What follows belongs to an exercise in optimizing a design on an open flow for small area, a short achievable clock period and few clock cycles per item; a production flow would make more cautious choices.
Only simulation tests tie the RTL to the original design; equivalence was not proved.

==> inputs of exp/pepper <==
## rect_polar_converter
module rect_polar_converter (
  input  logic                                clk,
  input  logic                                rst_n,
  input  logic                                in_valid,
  output logic                                in_ready,
  input  logic [1:0]                          in_opcode,
  input  logic signed [rpc_pkg::CW-1:0]       in_operand_first,
  input  logic signed [rpc_pkg::CW-1:0]       in_operand_second,
  output logic                                out_valid,
  input  logic                                out_ready,
  output logic signed [rpc_pkg::CW-1:0]       out_x_out,
  output logic signed [rpc_pkg::CW-1:0]       out_y_out,
  output logic [rpc_pkg::CW-1:0]              out_magnitude,
  output logic signed [rpc_pkg::ANG_W-1:0]    out_angle_rad,
  output logic                                out_mode_error
);
  localparam int RING = 20;
  localparam int CNTW = 5;             
  localparam logic signed [ZW-1:0] AT0_Q30 = 33'sd843314856;
  logic               e_v;
  logic [1:0]         e_op;
  logic signed [15:0] e_a, e_b;
  logic signed [15:0] e_f1, e_f2, e_f3;
  logic               o_v, s_v;
  logic [CNTW-1:0]    blk_cnt;
  logic               blocked, recirc, deliver, pop, take;
  logic               in_ready_r;
  assign blocked  = (blk_cnt != '0);
  assign recirc   = e_v && (blocked || s_v);
  assign deliver  = e_v && !blocked && !s_v;
  assign pop      = o_v && out_ready;
  assign take     = in_valid && in_ready_r;
  assign in_ready = in_ready_r;
  logic               r0_v;
  logic [1:0]         r0_op;
  logic signed [15:0] r0_a, r0_b;
  always_ff @(posedge clk) begin
    r0_op <= recirc ? e_op : in_opcode;
    r0_a  <= recirc ? e_a  : in_operand_first;
    r0_b  <= recirc ? e_b  : in_operand_second;
  end
  logic [15:0] a_u, b_u;
  logic [39:0] ka0, ka1;
  logic [49:0] cb0, cb1;
  ...
export LEC_CHECK = 0
export ABC_AREA = 1
export CAP_MARGIN = 20
export CORE_MARGIN = 2
export CORE_UTILIZATION = 55
export SETUP_SLACK_MARGIN = 5
export SLEW_MARGIN = 20
create_clock -name core_clock -period 8.5 [get_ports {clk}]
run.sh (not shown) runs the stock make flow with config.mk's settings and CLKGATE_MAP_FILE= SYNTH_SCRIPT=/design/flow/synth_recipe.tcl, a recipe that flattens the netlist after the stock synthesis.
==> inputs of exp/raven, as changes to exp/pepper <==
--- a/flow/design.v
+++ b/flow/design.v
@@ -1557,76 +1557,94 @@
     ay  = r0_a[15] ? -b17 : b17;
     if (r0_op == OP_POLAR) n_ccw0 = !rc[16];
     else                   n_ccw0 = ay[16];
     if (r0_op != OP_POLAR) n_pa0 = {6'd0, ax, ay};
     else                   n_pa0 = ka0;
   end
+  logic [44:0] n_kz;
+  always_comb begin
+    case ({n_q, n_ccw0})
+      4'd10: n_kz = 45'h19b2b927c900;
+      4'd11: n_kz = 45'h136a3a52c900;
+      4'd12: n_kz = 45'h0643b6d1de00;
+      4'd13: n_kz = 45'h1ffb37fcde00;
+      4'd14: n_kz = 45'h12d4b47bf300;
+      4'd15: n_kz = 45'h0c8c35a6f300;
+      4'd0: n_kz = 45'h1f65b2260800;
+      4'd1: n_kz = 45'h191d33510800;
+      4'd2: n_kz = 45'h0bf6afd01d00;
+      4'd3: n_kz = 45'h05ae30fb1d00;
+      4'd4: n_kz = 45'h1887ad7a3200;
+      4'd5: n_kz = 45'h123f2ea53200;
+      4'd6: n_kz = 45'h0518ab244700;
+      default: n_kz = 45'h1ed02c4f4700;
+    endcase
+  end
   logic               r1_v;
   logic [1:0]         r1_op;
   logic signed [15:0] r1_a, r1_b;
-  logic signed [2:0]  r1_q, r1_j;
+  logic [44:0]        r1_kz;
+  logic [6:0]         r1_jh;       
   logic               r1_neg, r1_ccw0, r1_invy;
   logic [39:0]        r1_pa0, r1_pa1;
   logic [49:0]        r1_pb0, r1_pb1;
   always_ff @(posedge clk) begin
     r1_op   <= r0_op;
     r1_a    <= r0_a;
     r1_b    <= r0_b;
-    r1_q    <= n_q;
-    r1_j    <= n_j;
+    r1_jh[0] <= (n_j == 3'd5);
+    r1_jh[1] <= (n_j == 3'd6);
+    r1_jh[2] <= (n_j == 3'd7);
+    r1_jh[3] <= (n_j == 3'd0);
+    r1_jh[4] <= (n_j == 3'd1);
+    r1_jh[5] <= (n_j == 3'd2);
+    r1_jh[6] <= (n_j == 3'd3);
     r1_neg  <= n_neg;
     r1_ccw0 <= n_ccw0;
+    r1_kz   <= n_kz;
     r1_invy <= !(n_ccw0 ^ n_neg);
     r1_pa0  <= n_pa0;
     r1_pa1  <= ka1;
     r1_pb0  <= cb0;
     r1_pb1  <= cb1;
   end
   logic [39:0] sx0, sx1, sy0, sy1, kx, ky, px, py;
-  logic [49:0] kz, kg, pz;
+  logic [49:0] kg;
+  logic [44:0] pz, zt, zu;
   assign sx0 = r1_neg ? ~r1_pa0 : r1_pa0;
   assign sx1 = r1_neg ? ~r1_pa1 : r1_pa1;
   assign kx  = r1_neg ? 40'sd20865056802 : -40'sd20865056736;
   assign sy0 = r1_invy ? ~r1_pa0 : r1_pa0;
   assign sy1 = r1_invy ? ~r1_pa1 : r1_pa1;
   always_comb begin
     case ({r1_ccw0, r1_neg})
       2'b10:   ky = -40'sd20865056736;
       2'b11:   ky =  40'sd20865056802;
       2'b00:   ky =  40'sd20865056801;
       default: ky = -40'sd20865056737;
     endcase
-    case ({r1_q, r1_ccw0})
-      4'b1010: kz = -50'sd77297715001088;
-      4'b1011: kz = -50'sd84206150301440;
-      4'b1100: kz = -50'sd63480844395008;
-      4'b1101: kz = -50'sd70389279695360;
-      4'b1110: kz = -50'sd49663973788928;
-      4'b1111: kz = -50'sd56572409089280;
-      4'b0000: kz = -50'sd35847103182848;
-      4'b0001: kz = -50'sd42755538483200;
-      4'b0010: kz = -50'sd22030232576768;
-      4'b0011: kz = -50'sd28938667877120;
-      4'b0100: kz = -50'sd8213361970688;
-      4'b0101: kz = -50'sd15121797271040;
-      4'b0110: kz =  50'sd5603508635392;
-      default: kz = -50'sd1304926664960;
-    endcase
-    case (r1_j)
-      3'b101:  kg = -50'sd80751664217856;
-      3'b110:  kg = -50'sd66934793611776;
-      3'b111:  kg = -50'sd53117923005696;
-      3'b000:  kg = -50'sd39301052399616;
-      3'b001:  kg = -50'sd25484181793536;
-      3'b010:  kg = -50'sd11667311187456;
-      default: kg =  50'sd2149559418624;
-    endcase
-  end
-  rpc_add3 #(.W(40)) u_apx (.a (sx0), .b (sx1), .c (kx), .s (px));
-  rpc_add3 #(.W(40)) u_apy (.a (sy0), .b (sy1), .c (ky), .s (py));
-  rpc_add3 #(.W(50)) u_apz (.a (r1_pb0), .b (r1_pb1), .c (kz), .s (pz));
+    kg = '0;
+    if (r1_jh[0]) kg = kg | 50'h3b68e89bd4100;   
+    if (r1_jh[1]) kg = kg | 50'h3c31f87675600;   
+    if (r1_jh[2]) kg = kg | 50'h3cfb085116b00;   
+    if (r1_jh[3]) kg = kg | 50'h3dc4182bb8000;   
+    if (r1_jh[4]) kg = kg | 50'h3e8d280659500;   
+    if (r1_jh[5]) kg = kg | 50'h3f5637e0faa00;   
+    if (r1_jh[6]) kg = kg | 50'h001f47bb9bf00;   
+  end
+  logic [39:0] xt, xu, yt, yu;
+  assign xt = sx0 ^ sx1 ^ kx;
+  assign xu = {(sx0[38:0] & sx1[38:0]) | (sx0[38:0] & kx[38:0]) | (sx1[38:0] & kx[38:0]), 1'b0};
+  assign yt = sy0 ^ sy1 ^ ky;
+  assign yu = {(sy0[38:0] & sy1[38:0]) | (sy0[38:0] & ky[38:0]) | (sy1[38:0] & ky[38:0]), 1'b0};
+  assign px = xt + xu;
+  assign py = yt + yu;
+  assign zt = r1_pb0[44:0] ^ r1_pb1[44:0] ^ r1_kz;
+  assign zu = {(r1_pb0[43:0] & r1_pb1[43:0]) | (r1_pb0[43:0] & r1_kz[43:0])
+               | (r1_pb1[43:0] & r1_kz[43:0]), 1'b0};
+  assign pz = zt + zu;
   logic [49:0] gt, gu;
   logic [29:0] gl;
   logic [15:0] gh;
   assign gt = r1_pb0 ^ r1_pb1 ^ kg;
   assign gu = {(r1_pb0[48:0] & r1_pb1[48:0]) | (r1_pb0[48:0] & kg[48:0])
                | (r1_pb1[48:0] & kg[48:0]), 1'b0};
@@ -1714,41 +1732,50 @@
   logic [39:0]        q_m0, q_m1;
   rpc_post_round u_round (
     .x (c_x[NST]), .y (c_y[NST]), .z (c_z[NST]),
     .zq (q_zq), .px (q_px), .py (q_py)
   );
   rpc_mul_kx u_mkx (.u (c_x[NST][30:10]), .e (c_x[NST][9]), .s0 (q_m0), .s1 (q_m1));
+  logic [15:0] g_u;
+  logic [29:0] g0, g1;
+  logic [13:0] grl;
+  assign g_u = {~c_b[NST][15], c_b[NST][14:0]};
+  rpc_mul_ir u_mir (.u (g_u), .s0 (g0), .s1 (g1));
+  rpc_addsub #(.W(14)) u_airl (.a ({1'b0, g0[12:0]}), .b ({1'b0, g1[12:0]}), .sub (1'b0), .s (grl));
   logic               p1_v;
+  logic [15:0]        p1_rh0, p1_rh1;
+  logic               p1_rc;
   logic [1:0]         p1_op;
   logic signed [15:0] p1_a, p1_b, p1_f1, p1_f2;
   logic [39:0]        p1_m0, p1_m1;
   always_ff @(posedge clk) begin
     p1_op  <= c_op[NST];
     p1_a   <= c_a[NST];
     p1_b   <= c_b[NST];
     p1_f2  <= q_py;
     p1_f1  <= (c_op[NST] == OP_POLAR) ? q_px : q_zq;
     p1_m0  <= q_m0;
     p1_m1  <= q_m1;
+    p1_rh0 <= g0[28:13];
+    p1_rh1 <= g1[28:13];
+    p1_rc  <= grl[13];
   end
-  logic [15:0] g_u;
-  logic [29:0] g0, g1, gk, gr;
-  assign g_u = {~p1_b[15], p1_b[14:0]};
-  rpc_mul_ir u_mir (.u (g_u), .s0 (g0), .s1 (g1));
+  logic signed [15:0] r_rep;
+  logic [15:0]        gkh;
   always_comb begin
-    if (!p1_a[15])                       gk = 30'd0;
-    else if (!p1_b[15] && p1_b != 16'd0) gk = -30'sd94371840;    
-    else                                 gk = 30'sd94371840;
+    if (!p1_a[15])                       gkh = 16'd0;
+    else if (!p1_b[15] && p1_b != 16'd0) gkh = -16'sd11520;
+    else                                 gkh = 16'sd11520;
   end
-  rpc_add3 #(.W(30)) u_air (.a (g0), .b (g1), .c (gk), .s (gr));
+  assign r_rep = p1_rh0 + p1_rh1 + gkh + {15'd0, p1_rc};
   logic [39:0] m_sum;
   rpc_addsub #(.W(40)) u_amag (.a (p1_m0), .b (p1_m1), .sub (1'b0), .s (m_sum));
   always_ff @(posedge clk) begin
     e_op <= p1_op;
     e_a  <= p1_a;
-    e_b  <= (p1_op == OP_POLAR) ? gr[28:13] : p1_b;
+    e_b  <= (p1_op == OP_POLAR) ? r_rep : p1_b;
     e_f1 <= p1_f1;
     e_f2 <= (p1_op == OP_POLAR) ? p1_f2 : m_sum[39:24];
     e_f3 <= p1_b;
   end
   logic signed [15:0] d_x, d_y, d_ang;
   logic [15:0]        d_mag;
==> inputs of exp/cedar, as changes to exp/pepper <==
--- a/flow/design.v
+++ b/flow/design.v
@@ -1560,22 +1560,42 @@
     if (r0_op != OP_POLAR) n_pa0 = {6'd0, ax, ay};
     else                   n_pa0 = ka0;
   end
   logic               r1_v;
   logic [1:0]         r1_op;
   logic signed [15:0] r1_a, r1_b;
-  logic signed [2:0]  r1_q, r1_j;
+  logic [13:0]        r1_qh;       
+  logic [6:0]         r1_jh;       
   logic               r1_neg, r1_ccw0, r1_invy;
   logic [39:0]        r1_pa0, r1_pa1;
   logic [49:0]        r1_pb0, r1_pb1;
   always_ff @(posedge clk) begin
     r1_op   <= r0_op;
     r1_a    <= r0_a;
     r1_b    <= r0_b;
-    r1_q    <= n_q;
-    r1_j    <= n_j;
+    r1_qh[0] <= ({n_q, n_ccw0} == 4'd10);
+    r1_qh[1] <= ({n_q, n_ccw0} == 4'd11);
+    r1_qh[2] <= ({n_q, n_ccw0} == 4'd12);
+    r1_qh[3] <= ({n_q, n_ccw0} == 4'd13);
+    r1_qh[4] <= ({n_q, n_ccw0} == 4'd14);
+    r1_qh[5] <= ({n_q, n_ccw0} == 4'd15);
+    r1_qh[6] <= ({n_q, n_ccw0} == 4'd0);
+    r1_qh[7] <= ({n_q, n_ccw0} == 4'd1);
+    r1_qh[8] <= ({n_q, n_ccw0} == 4'd2);
+    r1_qh[9] <= ({n_q, n_ccw0} == 4'd3);
+    r1_qh[10] <= ({n_q, n_ccw0} == 4'd4);
+    r1_qh[11] <= ({n_q, n_ccw0} == 4'd5);
+    r1_qh[12] <= ({n_q, n_ccw0} == 4'd6);
+    r1_qh[13] <= ({n_q, n_ccw0} == 4'd7);
+    r1_jh[0] <= (n_j == 3'd5);
+    r1_jh[1] <= (n_j == 3'd6);
+    r1_jh[2] <= (n_j == 3'd7);
+    r1_jh[3] <= (n_j == 3'd0);
+    r1_jh[4] <= (n_j == 3'd1);
+    r1_jh[5] <= (n_j == 3'd2);
+    r1_jh[6] <= (n_j == 3'd3);
     r1_neg  <= n_neg;
     r1_ccw0 <= n_ccw0;
     r1_invy <= !(n_ccw0 ^ n_neg);
     r1_pa0  <= n_pa0;
     r1_pa1  <= ka1;
     r1_pb0  <= cb0;
@@ -1592,40 +1612,43 @@
     case ({r1_ccw0, r1_neg})
       2'b10:   ky = -40'sd20865056736;
       2'b11:   ky =  40'sd20865056802;
       2'b00:   ky =  40'sd20865056801;
       default: ky = -40'sd20865056737;
     endcase
-    case ({r1_q, r1_ccw0})
-      4'b1010: kz = -50'sd77297715001088;
-      4'b1011: kz = -50'sd84206150301440;
-      4'b1100: kz = -50'sd63480844395008;
-      4'b1101: kz = -50'sd70389279695360;
-      4'b1110: kz = -50'sd49663973788928;
-      4'b1111: kz = -50'sd56572409089280;
-      4'b0000: kz = -50'sd35847103182848;
-      4'b0001: kz = -50'sd42755538483200;
-      4'b0010: kz = -50'sd22030232576768;
-      4'b0011: kz = -50'sd28938667877120;
-      4'b0100: kz = -50'sd8213361970688;
-      4'b0101: kz = -50'sd15121797271040;
-      4'b0110: kz =  50'sd5603508635392;
-      default: kz = -50'sd1304926664960;
-    endcase
-    case (r1_j)
-      3'b101:  kg = -50'sd80751664217856;
-      3'b110:  kg = -50'sd66934793611776;
-      3'b111:  kg = -50'sd53117923005696;
-      3'b000:  kg = -50'sd39301052399616;
-      3'b001:  kg = -50'sd25484181793536;
-      3'b010:  kg = -50'sd11667311187456;
-      default: kg =  50'sd2149559418624;
-    endcase
-  end
-  rpc_add3 #(.W(40)) u_apx (.a (sx0), .b (sx1), .c (kx), .s (px));
-  rpc_add3 #(.W(40)) u_apy (.a (sy0), .b (sy1), .c (ky), .s (py));
+    kz = '0;
+    if (r1_qh[0]) kz = kz | 50'h3b9b2b927c900;   
+    if (r1_qh[1]) kz = kz | 50'h3b36a3a52c900;   
+    if (r1_qh[2]) kz = kz | 50'h3c643b6d1de00;   
+    if (r1_qh[3]) kz = kz | 50'h3bffb37fcde00;   
+    if (r1_qh[4]) kz = kz | 50'h3d2d4b47bf300;   
+    if (r1_qh[5]) kz = kz | 50'h3cc8c35a6f300;   
+    if (r1_qh[6]) kz = kz | 50'h3df65b2260800;   
+    if (r1_qh[7]) kz = kz | 50'h3d91d33510800;   
+    if (r1_qh[8]) kz = kz | 50'h3ebf6afd01d00;   
+    if (r1_qh[9]) kz = kz | 50'h3e5ae30fb1d00;   
+    if (r1_qh[10]) kz = kz | 50'h3f887ad7a3200;   
+    if (r1_qh[11]) kz = kz | 50'h3f23f2ea53200;   
+    if (r1_qh[12]) kz = kz | 50'h00518ab244700;   
+    if (r1_qh[13]) kz = kz | 50'h3fed02c4f4700;   
+    kg = '0;
+    if (r1_jh[0]) kg = kg | 50'h3b68e89bd4100;   
+    if (r1_jh[1]) kg = kg | 50'h3c31f87675600;   
+    if (r1_jh[2]) kg = kg | 50'h3cfb085116b00;   
+    if (r1_jh[3]) kg = kg | 50'h3dc4182bb8000;   
+    if (r1_jh[4]) kg = kg | 50'h3e8d280659500;   
+    if (r1_jh[5]) kg = kg | 50'h3f5637e0faa00;   
+    if (r1_jh[6]) kg = kg | 50'h001f47bb9bf00;   
+  end
+  logic [39:0] xt, xu, yt, yu;
+  assign xt = sx0 ^ sx1 ^ kx;
+  assign xu = {(sx0[38:0] & sx1[38:0]) | (sx0[38:0] & kx[38:0]) | (sx1[38:0] & kx[38:0]), 1'b0};
+  assign yt = sy0 ^ sy1 ^ ky;
+  assign yu = {(sy0[38:0] & sy1[38:0]) | (sy0[38:0] & ky[38:0]) | (sy1[38:0] & ky[38:0]), 1'b0};
+  assign px = xt + xu;
+  assign py = yt + yu;
   rpc_add3 #(.W(50)) u_apz (.a (r1_pb0), .b (r1_pb1), .c (kz), .s (pz));
   logic [49:0] gt, gu;
   logic [29:0] gl;
   logic [15:0] gh;
   assign gt = r1_pb0 ^ r1_pb1 ^ kg;
   assign gu = {(r1_pb0[48:0] & r1_pb1[48:0]) | (r1_pb0[48:0] & kg[48:0])
@@ -1714,41 +1737,50 @@
   logic [39:0]        q_m0, q_m1;
   rpc_post_round u_round (
     .x (c_x[NST]), .y (c_y[NST]), .z (c_z[NST]),
     .zq (q_zq), .px (q_px), .py (q_py)
   );
   rpc_mul_kx u_mkx (.u (c_x[NST][30:10]), .e (c_x[NST][9]), .s0 (q_m0), .s1 (q_m1));
+  logic [15:0] g_u;
+  logic [29:0] g0, g1;
+  logic [13:0] grl;
+  assign g_u = {~c_b[NST][15], c_b[NST][14:0]};
+  rpc_mul_ir u_mir (.u (g_u), .s0 (g0), .s1 (g1));
+  rpc_addsub #(.W(14)) u_airl (.a ({1'b0, g0[12:0]}), .b ({1'b0, g1[12:0]}), .sub (1'b0), .s (grl));
   logic               p1_v;
+  logic [15:0]        p1_rh0, p1_rh1;
+  logic               p1_rc;
   logic [1:0]         p1_op;
   logic signed [15:0] p1_a, p1_b, p1_f1, p1_f2;
   logic [39:0]        p1_m0, p1_m1;
   always_ff @(posedge clk) begin
     p1_op  <= c_op[NST];
     p1_a   <= c_a[NST];
     p1_b   <= c_b[NST];
     p1_f2  <= q_py;
     p1_f1  <= (c_op[NST] == OP_POLAR) ? q_px : q_zq;
     p1_m0  <= q_m0;
     p1_m1  <= q_m1;
+    p1_rh0 <= g0[28:13];
+    p1_rh1 <= g1[28:13];
+    p1_rc  <= grl[13];
   end
-  logic [15:0] g_u;
-  logic [29:0] g0, g1, gk, gr;
-  assign g_u = {~p1_b[15], p1_b[14:0]};
-  rpc_mul_ir u_mir (.u (g_u), .s0 (g0), .s1 (g1));
+  logic signed [15:0] r_rep;
+  logic [15:0]        gkh;
   always_comb begin
-    if (!p1_a[15])                       gk = 30'd0;
-    else if (!p1_b[15] && p1_b != 16'd0) gk = -30'sd94371840;    
-    else                                 gk = 30'sd94371840;
+    if (!p1_a[15])                       gkh = 16'd0;
+    else if (!p1_b[15] && p1_b != 16'd0) gkh = -16'sd11520;
+    else                                 gkh = 16'sd11520;
   end
-  rpc_add3 #(.W(30)) u_air (.a (g0), .b (g1), .c (gk), .s (gr));
+  assign r_rep = p1_rh0 + p1_rh1 + gkh + {15'd0, p1_rc};
   logic [39:0] m_sum;
   rpc_addsub #(.W(40)) u_amag (.a (p1_m0), .b (p1_m1), .sub (1'b0), .s (m_sum));
   always_ff @(posedge clk) begin
     e_op <= p1_op;
     e_a  <= p1_a;
-    e_b  <= (p1_op == OP_POLAR) ? gr[28:13] : p1_b;
+    e_b  <= (p1_op == OP_POLAR) ? r_rep : p1_b;
     e_f1 <= p1_f1;
     e_f2 <= (p1_op == OP_POLAR) ? p1_f2 : m_sum[39:24];
     e_f3 <= p1_b;
   end
   logic signed [15:0] d_x, d_y, d_ang;
   logic [15:0]        d_mag;
==> run summary <==
quantity                                                              exp/cedar      exp/pepper       exp/raven
Run status                                                       finished clean  finished clean  finished clean
Number of buffers other than clock buffers in the final layout              392             540             461
Ratio of final minimum period to clock period                             0.437           0.533           0.409
Number of detailed-routing iterations run before antenna repair               5               7               8
Synthesized-area fraction occupied by xor and xnor cells                 0.0940          0.0985          0.0936
Inverters excl. clock                                                     3,166           2,914           3,069
Cells after Synth                                                        16,000          15,200          16,000
Area occupied by registers                                           0.0556 mm²      0.0554 mm²      0.0560 mm²
Number of gates resized after cts                                           325             484             334
Synthesized cell area                                                 0.153 mm²       0.150 mm²       0.153 mm²
Post-synth cell types                                                        66              63              67
CLK BUF                                                                     404             396             407
CP Buf/Inv Count                                                              4               4               6
Testbench counts of exp/pepper, summed over its fixed seeds: cycles 8,168, items 8,000.
Testbench counts of exp/raven, summed over its fixed seeds: cycles 8,168, items 8,000.
Testbench counts of exp/cedar, summed over its fixed seeds: cycles 8,168, items 8,000.

separate check: timing with driven ports:
How much do the figures lean on ideal ports? The routed layouts below were timed once more, with nothing changed but the port constraints.
Step 1 assumes that a clkbuf_16 drives the clock port and a buf_2 every other input.
Step 2 moves the port delays by t, midway between the first and last clock arrival at a register: inputs arrive t later, outputs are due t later. That takes back most of the time a late clock gives input paths.
Slacks: ideal ports / drivers / drivers and shift; pairs: ideal ports / drivers.
run | t (ns) | setup slack, ns | slew at the worst register clock pin (ns)
exp/pepper | 0.978 | 3.968 / 3.968 / 3.968 | 0.07 / 0.07
exp/raven | 1.015 | 5.025 / 4.959 / 4.495 | 0.07 / 0.07
exp/cedar | 0.968 | 4.784 / 4.784 / 4.423 | 0.07 / 0.07
After both steps setup and hold are still met in every run listed. The setup slack of exp/raven, which loses most, moves by -0.066 ns with the drivers and by -0.530 ns with both steps.
